What follows belongs to an exercise in optimizing a design on an open flow for small area, a short achievable clock period and few clock cycles per item; a production flow would make more cautious choices. The RTL was checked by simulation tests, not by an equivalence proof against the original design. Power and IR drop assume default switching activity.

## job 101
## write_ring_offset_lookup_core
module write_ring_offset_lookup_core #(
   parameter int SLOTS       = wrol_pkg::DEF_SLOTS,
   parameter int LENGTH_BITS = wrol_pkg::DEF_LENGTH_BITS
) (
   input  wire logic                            clock,
   input  wire logic                            reset,
   input  wire logic                            req_tvalid,
   output      logic                            req_tready,
   input  wire logic                            req_tuser,
   input  wire logic [wrol_pkg::REQ_DATA_W-1:0] req_tdata,
   output      logic                            rsp_tvalid,
   input  wire logic                            rsp_tready,
   output      logic                            rsp_tuser,
   output      logic [wrol_pkg::RSP_DATA_W-1:0] rsp_tdata
);
   localparam int HW = wrol_pkg::HANDLE_W;
   localparam int SW = wrol_pkg::SUM_W;
   localparam int LW = wrol_pkg::OUT_LEN_W;
   logic                shift;
   logic [SLOTS-1:0]    valid;
   logic [SLOTS*HW-1:0] handles;
   logic [SLOTS*SW-1:0] sums;
   logic [SW-1:0]       base;
   logic [3:0]          wr_slot_ff;
   logic s_v_ff;
   logic s_lookup_ff;
   logic [LW-1:0] s_len_ff;
   logic [HW-1:0] s_handle_ff;
   logic take;
   logic a_v_ff, b_v_ff, c_v_ff, d_v_ff, o_v_ff;
   logic a_free, b_free, c_free, d_free, o_free;
   logic          a_lookup_ff;
   logic [LW-1:0] a_len_ff;      
   logic [HW-1:0] a_handle_ff;   
   logic          b_lookup_ff;
   logic [SW-1:0] b_sum_ff;
   logic [HW-1:0] b_handle_ff;
   logic             c_lookup_ff;
   logic [SLOTS-1:0] c_hv_ff;       
   logic [LW-1:0]    c_x_ff;        
   logic [HW-1:0]    c_evh_ff;      
   logic             c_ev_ff;       
   logic [3:0]       c_slot_ff;     
  ...
make LEC_CHECK=0 CAP_MARGIN=20 CORE_MARGIN=2 CORE_UTILIZATION=40 SETUP_SLACK_MARGIN=3.6 SLEW_MARGIN=20 finish   # period 6.0 ns
run.sh (not shown) runs the stock make flow with config.mk's settings and CLKGATE_MAP_FILE= SYNTH_SCRIPT=/design/flow/synth_recipe.tcl, a recipe that flattens the netlist after the stock synthesis.
Testbench counts of job 101, summed over its fixed seeds: cycles 8,040, items 8,000.
Relative to job 101, the following input files were edited for job 102:
# job 101
export LEC_CHECK = 0
export CAP_MARGIN = 20
export CORE_MARGIN = 2
export CORE_UTILIZATION = 40
export SETUP_SLACK_MARGIN = 3.6
export SLEW_MARGIN = 20
create_clock -name core_clock -period 6.0 [get_ports {clock}]
# job 102
export LEC_CHECK = 0
export CAP_MARGIN = 20
export CORE_MARGIN = 2
export CORE_UTILIZATION = 40
export SETUP_SLACK_MARGIN = 3.2
export SLEW_MARGIN = 20
create_clock -name core_clock -period 6.0 [get_ports {clock}]
==> comparison <==
Die area: job 102 vs job 101 identical. Re effective utilization at floorplan: no difference whatsoever between job 101 and job 102. Taking job 101 as the reference, in job 102 peak per-stage delay on the critical path -0.02 ns; combinational group share of total power -0.9 points.
Modified inputs, job 103 compared to job 102
# job 102
export LEC_CHECK = 0
export CAP_MARGIN = 20
export CORE_MARGIN = 2
export CORE_UTILIZATION = 40
export SETUP_SLACK_MARGIN = 3.2
export SLEW_MARGIN = 20
create_clock -name core_clock -period 6.0 [get_ports {clock}]
# job 103
export LEC_CHECK = 0
export CAP_MARGIN = 20
export CORE_MARGIN = 2
export CORE_UTILIZATION = 40
export CTS_BUF_LIST = sky130_fd_sc_hd__clkbuf_4
export SETUP_SLACK_MARGIN = 2.9
export SLEW_MARGIN = 20
create_clock -name core_clock -period 6.0 [get_ports {clock}]
Results
In job 103 the combined global-route utilization of all metal layers turned out 0.32 points lower than in job 102. Comparing job 102 and job 103, setup slack of the critical path after layout is lower on job 102. Total wirelength of the detailed-routed design is lower on job 103. Lower total via count in the routed design goes to job 102 over job 103. Per the comparison of job 103 with job 102, register area held steady, non-clock buffer area fraction after layout shrank by 1.4 points, hold slack shrank by 0.015 ns, pre-CTS worst setup slack held steady, overall power shrank by 4.6%.


the previous run:
write_ring_offset_lookup_core, a different RTL version from the one above (not shown whole).
Size in the first run: roughly 4200 cells after synthesis, roughly 1300 flip-flops, about 0.060 mm^2 of cells after synthesis.
==> flow/config.mk <==
export PLATFORM = sky130hd
export DESIGN_NAME = write_ring_offset_lookup_core
export DESIGN_NICKNAME = write_ring_offset_lookup_core
export VERILOG_FILES = /design/flow/design.v
export SDC_FILE = /design/flow/constraint.sdc
export NUM_CORES = 4
export LEC_CHECK = 0
export CAP_MARGIN = 20
export CORE_MARGIN = 2
export CORE_UTILIZATION = 40
export SETUP_SLACK_MARGIN = 3.2
export SLEW_MARGIN = 20
==> flow/constraint.sdc <==
create_clock -name core_clock -period 6.0 [get_ports {clock}]
set_input_delay 1.2000 -clock core_clock [delete_from_list [all_inputs] [get_ports {clock}]]
set_output_delay 1.2000 -clock core_clock [all_outputs]
set_load 0.01 [all_outputs]
Per the final summary, the previous run finished and its layout is clean on timing, DRC and antenna.
Testbench counts of the previous run, summed over its fixed seeds: cycles 8,040, items 8,000.
Changes in the current run relative to the previous run:
Settings: clearing SETUP_SLACK_MARGIN, which used to be 3.2.
Notes after the runs:
- No stage failed in the current run, and the final checks on the layout all came back clean.
- Per the comparison of the current run with the previous run, clock buffer and inverter area fraction after layout rose by 0.29 points; worst setup slack decreased by 1.29 ns relative to the old numbers; worst slack on hold paths now smaller.


write_ring_offset_lookup_core, a different RTL version from the one above (not shown whole).
For scale: about 1400 flip-flops, ~200 I/O pins, roughly 59000 µm² of cells after synthesis.
## write_ring_offset_lookup_core
module write_ring_offset_lookup_core #(
   parameter int SLOTS       = wrol_pkg::DEF_SLOTS,
   parameter int LENGTH_BITS = wrol_pkg::DEF_LENGTH_BITS
) (
   input  wire logic                            clock,
   input  wire logic                            reset,
   input  wire logic                            req_tvalid,
   output      logic                            req_tready,
   input  wire logic                            req_tuser,
   input  wire logic [wrol_pkg::REQ_DATA_W-1:0] req_tdata,
   output      logic                            rsp_tvalid,
   input  wire logic                            rsp_tready,
   output      logic                            rsp_tuser,
   output      logic [wrol_pkg::RSP_DATA_W-1:0] rsp_tdata
);
export LEC_CHECK = 0
export CAP_MARGIN = 20
export CORE_MARGIN = 2
export CORE_UTILIZATION = 40
export CTS_BUF_LIST = sky130_fd_sc_hd__clkbuf_8
export CTS_CLUSTER_SIZE = 30
export SETUP_SLACK_MARGIN = 2.9
export SLEW_MARGIN = 20
create_clock -name core_clock -period 6.0 [get_ports {clock}]
The first run passed the timing, design-rule and antenna checks.
Testbench counts at the start, summed over its fixed seeds: cycles 8,032, items 8,000.
==> next run, changes <==
CTS_BUF_LIST = sky130_fd_sc_hd__clkbuf_4   (was sky130_fd_sc_hd__clkbuf_8)
CTS_CLUSTER_SIZE = default   (was 30)
Effect: The new run finished clean. Synthesized area stays the same. Sequential cell count does not change. Global-route usage grows by 0.15 points. Total power grows slightly. Setup slack gains 0.019 ns. Sequential share of layout area grows by 0.22 points. Clock power grows slightly.


write_ring_offset_lookup_core, a different RTL version from the one above (not shown whole).
Size in the first run: roughly 4400 cells after synthesis, about 1400 flip-flops, ~200 I/O pins.
Settings: LEC_CHECK=0, CAP_MARGIN=20, CORE_MARGIN=2, CORE_UTILIZATION=55, CTS_BUF_LIST=sky130_fd_sc_hd__clkbuf_4, SETUP_SLACK_MARGIN=2.9, SLEW_MARGIN=20; clock period 6.0 ns.
The baseline finished with timing, DRC and antenna clean.
Testbench counts at the start, summed over its fixed seeds: cycles 8,040, items 8,000.
Change:
Settings changed: CORE_UTILIZATION 55 to 40.
=>
- The changed run completed with no timing, DRC or antenna violations
- routed wire length goes up by about 1.3%
- sequential power stays flat
- register-to-register slack improved by 0.04 ns
- total power is lower by 0.49%
- combinational power drops by about 7%
- worst hold slack degrades by 0.032 ns


## v50
write_ring_offset_lookup_core, a different RTL version from the one above (not shown whole).
Size: roughly 6,300 cells after synthesis, ~1,400 flip-flops, roughly 200 I/O pins, ~66,000 µm² of cells after synthesis.
// write_ring_offset_lookup_core
module write_ring_offset_lookup_core #(
   parameter int SLOTS       = wrol_pkg::DEF_SLOTS,
   parameter int LENGTH_BITS = wrol_pkg::DEF_LENGTH_BITS
) (
   input  wire logic                            clock,
   input  wire logic                            reset,
   input  wire logic                            req_tvalid,
   output      logic                            req_tready,
   input  wire logic                            req_tuser,
   input  wire logic [wrol_pkg::REQ_DATA_W-1:0] req_tdata,
   output      logic                            rsp_tvalid,
   input  wire logic                            rsp_tready,
   output      logic                            rsp_tuser,
   output      logic [wrol_pkg::RSP_DATA_W-1:0] rsp_tdata
);
export LEC_CHECK = 0
export ABC_AREA = 1
export CAP_MARGIN = 20
export CORE_MARGIN = 2
export CORE_UTILIZATION = 40
export CTS_BUF_LIST = sky130_fd_sc_hd__clkbuf_4
export SETUP_SLACK_MARGIN = 2.9
export SLEW_MARGIN = 20
create_clock -name core_clock -period 6.0 [get_ports {clock}]
Testbench counts of v50, summed over its fixed seeds: cycles 8,032, items 8,000.
Relative to v50, the following input files were edited for v27:
diff --git a/flow/config.mk b/flow/config.mk
--- a/flow/config.mk
+++ b/flow/config.mk
@@ -6,9 +6,8 @@
 export NUM_CORES = 4
 export LEC_CHECK = 0
-export ABC_AREA = 1
 export CAP_MARGIN = 20
 export CORE_MARGIN = 2
 export CORE_UTILIZATION = 40
 export CTS_BUF_LIST = sky130_fd_sc_hd__clkbuf_4
-export SETUP_SLACK_MARGIN = 2.9
+export SETUP_SLACK_MARGIN = 3.1
 export SLEW_MARGIN = 20
## What came out
Against v50, initial DRC count in v27 rose by more than 10%.
Post-route minimum period in v27 is 15 ps above v50.
Multiplexer fraction of the synthesized cell area for v27 is higher than for v50.
v50 vs v27, launch point of the worst path: s_v_ff vs o_evh_ff[10]
Of the two values seen for combinational family with the most area after synthesis, compound AO/OA/AOI/OAI gates was produced by v27 and simple AND/OR/NAND/NOR gates by v50.
## Diff of input files: v53 against v27
diff --git a/flow/config.mk b/flow/config.mk
--- a/flow/config.mk
+++ b/flow/config.mk
@@ -6,8 +6,9 @@
 export NUM_CORES = 4
 export LEC_CHECK = 0
+export ABC_CLOCK_PERIOD_IN_PS = 3200
 export CAP_MARGIN = 20
 export CORE_MARGIN = 2
 export CORE_UTILIZATION = 40
 export CTS_BUF_LIST = sky130_fd_sc_hd__clkbuf_4
-export SETUP_SLACK_MARGIN = 3.1
+export SETUP_SLACK_MARGIN = 2.9
 export SLEW_MARGIN = 20
Notes after the runs:
Cmp v27 and v53 / net switching component of the power / higher: v27
Looking at initial antenna violation count across v27 and v53, the one that comes out lower is v53.
Relative to v27, the total length of routed wires measured on v53 has decreased by a few percent.
As far as clock-cell share of area is concerned, v27 and v53 perform about the same.
Of v27 and v53, v53 shows the higher maximum net fanout on the critical path, with v27 below it.
Worst setup slack up 44 ps in v53 wrt v27
~same clock sink count in v27 and v53
v53 against v27: number of multi-input combinational cells in the layout now sits at about the same level; highest clock frequency the design can meet now sits higher; summed area of non-filler cells in the final layout now sits lower.
Modified inputs, v19 compared to v53
diff --git a/flow/config.mk b/flow/config.mk
--- a/flow/config.mk
+++ b/flow/config.mk
@@ -6,8 +6,7 @@
 export NUM_CORES = 4
 export LEC_CHECK = 0
-export ABC_CLOCK_PERIOD_IN_PS = 3200
 export CAP_MARGIN = 20
 export CORE_MARGIN = 2
-export CORE_UTILIZATION = 40
+export CORE_UTILIZATION = 60
 export CTS_BUF_LIST = sky130_fd_sc_hd__clkbuf_4
 export SETUP_SLACK_MARGIN = 2.9
Results
- met4 as the highest routed metal layer was reported by v19, and met5 by v53.
- Diff v53 -> v19: antenna diode instance count now sits at about the same level; arrival time at the worst endpoint now sits higher; final standard cell utilization of the core now sits higher.
Edits applied to the flow inputs when going from v19 to v35:
diff --git a/flow/config.mk b/flow/config.mk
--- a/flow/config.mk
+++ b/flow/config.mk
@@ -8,5 +8,5 @@
 export CAP_MARGIN = 20
 export CORE_MARGIN = 2
-export CORE_UTILIZATION = 60
+export CORE_UTILIZATION = 40
 export CTS_BUF_LIST = sky130_fd_sc_hd__clkbuf_4
 export SETUP_SLACK_MARGIN = 2.9
Notes after the runs:
- The final layout from v35, which completed every stage, passed the timing, design-rule and antenna checks at the end of the flow.
- Total area of sequential cells: v19 vs v35 — no meaningful difference
- v35 vs v19: clock insertion delay at the later pin of the skew report up in v35
- The proportion of power drawn by the clock network of v35 exceeds that of v19 by 0.3 points.
- Compared to v19, v35 has global-route track usage on met3 0.83 points lower.
- | global-route wire length before repair | higher: v35 |
- When v35 is set beside v19, its global routing usage summed across all routing layers turns out to be 9.8 points smaller.
- Share of power burned in combinational logic in v35 is 0.2 points above v19.
- Between v19 and v35, flip-flop and latch share of the layout cell area decreased.


Starting RTL as in the previous note.
clock: 6.0 ns
lec_check: 0
cap_margin: 20
core_margin: 2
core_utilization: 40
cts_buf_list: sky130_fd_sc_hd__clkbuf_4
setup_slack_margin: 2.9
slew_margin: 20
tns_end_percent: 10
The first run completed with no timing, DRC or antenna violations.
Testbench counts at the start, summed over its fixed seeds: cycles 8,032, items 8,000.
Rerun with:
SETUP_SLACK_MARGIN = 3.0   (was 2.9)
TNS_END_PERCENT = not set   (was 10)
After rerunning: Power grows slightly. Sequential cell count stays the same. Utilization increases by 0.86 points. Worst hold slack improved by 0.025 ns.
Rerun with:
ABC_CLOCK_PERIOD_IN_PS = 2000   (was not set)
SETUP_SLACK_MARGIN = 2.9   (was 3.0)
After rerunning: The changed run went through all stages and came out clean. Worst setup slack is better by 0.0094 ns. Critical path depth fell by 10. Non-clock buffer count goes down by 25. Register-to-register slack gets better by 0.02 ns. Routed wire length went down slightly. Via count decreases slightly. Global-route usage drops by 0.15 points. Die area does not change. Cell area is lower slightly.
Rerun with:
ABC_CLOCK_PERIOD_IN_PS = not set   (was 2000)
GPL_ROUTABILITY_DRIVEN = 0   (was not set)
GPL_TIMING_DRIVEN = 0   (was not set)
What happened: Count of clock-buffer cells in the layout shrinks by 16; setup slack gets worse by 0.24 ns; via count rises by 4.1%; hold slack got worse by 0.037 ns; cell area rose by 1.9%; power rises by 1.7%; first-iteration DRC count climbs by 16%; final cell count rose by 2.6%; routed wire length climbs by 5.3%; synthesized area is unchanged; global-route usage rose by 1.2 points.
Rerun with:
CAP_MARGIN = 10   (was 20)
GPL_ROUTABILITY_DRIVEN = not set   (was 0)
GPL_TIMING_DRIVEN = not set   (was 0)
SLEW_MARGIN = 10   (was 20)
Effect: Wire length went down by about 4.7%. Sequential cell count stays the same. Maximum frequency went up by about 5%. Clock skew went down by 0.013 ns. Via count went down by about 3.8%. Core utilization went down by 0.57 points. Setup slack gains 0.16 ns. Final area went down by about 1.2%. Non-clock buffer count went down by 159. Synthesized cell count is unchanged.

[port drivers added, routing unchanged]
In the flow no input, the clock included, has a driving cell. The finished layouts below were timed again as built, in two steps. Step 1 (the two cells are an assumption about what drives the block):
set clk [get_ports {clock}]
set_driving_cell -lib_cell sky130_fd_sc_hd__clkbuf_16 $clk
set_driving_cell -lib_cell sky130_fd_sc_hd__buf_2 [delete_from_list [all_inputs] $clk]
Step 2, shift: input delay + t, output delay - t, t = (earliest + latest rising clock arrival at the registers) / 2. This alone moves slack from input paths to output paths. a / b / c = no drivers / after step 1 / after step 2; a / b = the first two.
| run | t (ns) | slack for setup (ns) | hold slack, ns | worst setup path at the end |
|---|---|---|---|---|
| job 101 | 0.901 | 2.753 / 2.753 / 2.753 | 0.370 / 0.370 / 0.370 | register to register |
| job 102 | 0.893 | 2.745 / 2.744 / 2.327 | 0.378 / 0.378 / 0.378 | input to register |
| job 103 | 1.393 | 2.764 / 2.683 / 2.044 | 0.364 / 0.352 / 0.364 | input to register |
| the previous run | 0.853 | 2.620 / 2.620 / 2.413 | 0.411 / 0.411 / 0.411 | input to register |
| the current run | 0.849 | 1.331 / 1.331 / 1.331 | 0.408 / 0.408 / 0.408 | register to register |
| the first run of note 3 | 1.034 | 2.223 / 2.223 / 1.219 | 0.395 / 0.395 / 0.395 | input to register |
| the second run of note 3 | 1.308 | 2.242 / 2.242 / 1.106 | 0.337 / 0.292 / 0.367 | input to register |
| the first run of note 4 | 1.331 | 2.492 / 2.423 / 1.706 | 0.393 / 0.393 / 0.393 | input to register |
| the second run of note 4 | 1.341 | 2.432 / 2.365 / 1.886 | 0.361 / 0.341 / 0.394 | input to register |
| v50 | 1.365 | 2.791 / 2.714 / 1.670 | 0.357 / 0.310 / 0.403 | input to register |
| v27 | 1.362 | 2.776 / 2.700 / 1.616 | 0.349 / 0.304 / 0.352 | input to register |
| v53 | 1.332 | 2.820 / 2.743 / 1.621 | 0.362 / 0.329 / 0.362 | input to register |
| v19 | 1.240 | 2.790 / 2.801 / 1.596 | 0.246 / 0.199 / 0.372 | input to register |
| v35 | 1.332 | 2.820 / 2.743 / 1.621 | 0.362 / 0.329 / 0.362 | input to register |
| the first run of note 6 | 1.371 | 2.658 / 2.658 / 1.525 | 0.339 / 0.293 / 0.399 | input to register |
| the second run of note 6 | 1.333 | 2.810 / 2.744 / 1.605 | 0.364 / 0.339 / 0.364 | input to register |
| the third run of note 6 | 1.332 | 2.820 / 2.743 / 1.621 | 0.362 / 0.329 / 0.362 | input to register |
| the fourth run of note 6 | 1.380 | 2.578 / 2.501 / 1.393 | 0.325 / 0.325 / 0.325 | input to register |
| the fifth run of note 6 | 1.323 | 2.743 / 2.756 / 1.470 | 0.372 / 0.321 / 0.377 | input to register |
After both steps setup and hold are still met in every run listed. The setup slack of the fifth run of note 6, which loses most, moves by +0.013 ns with the drivers and by -1.273 ns with both steps.
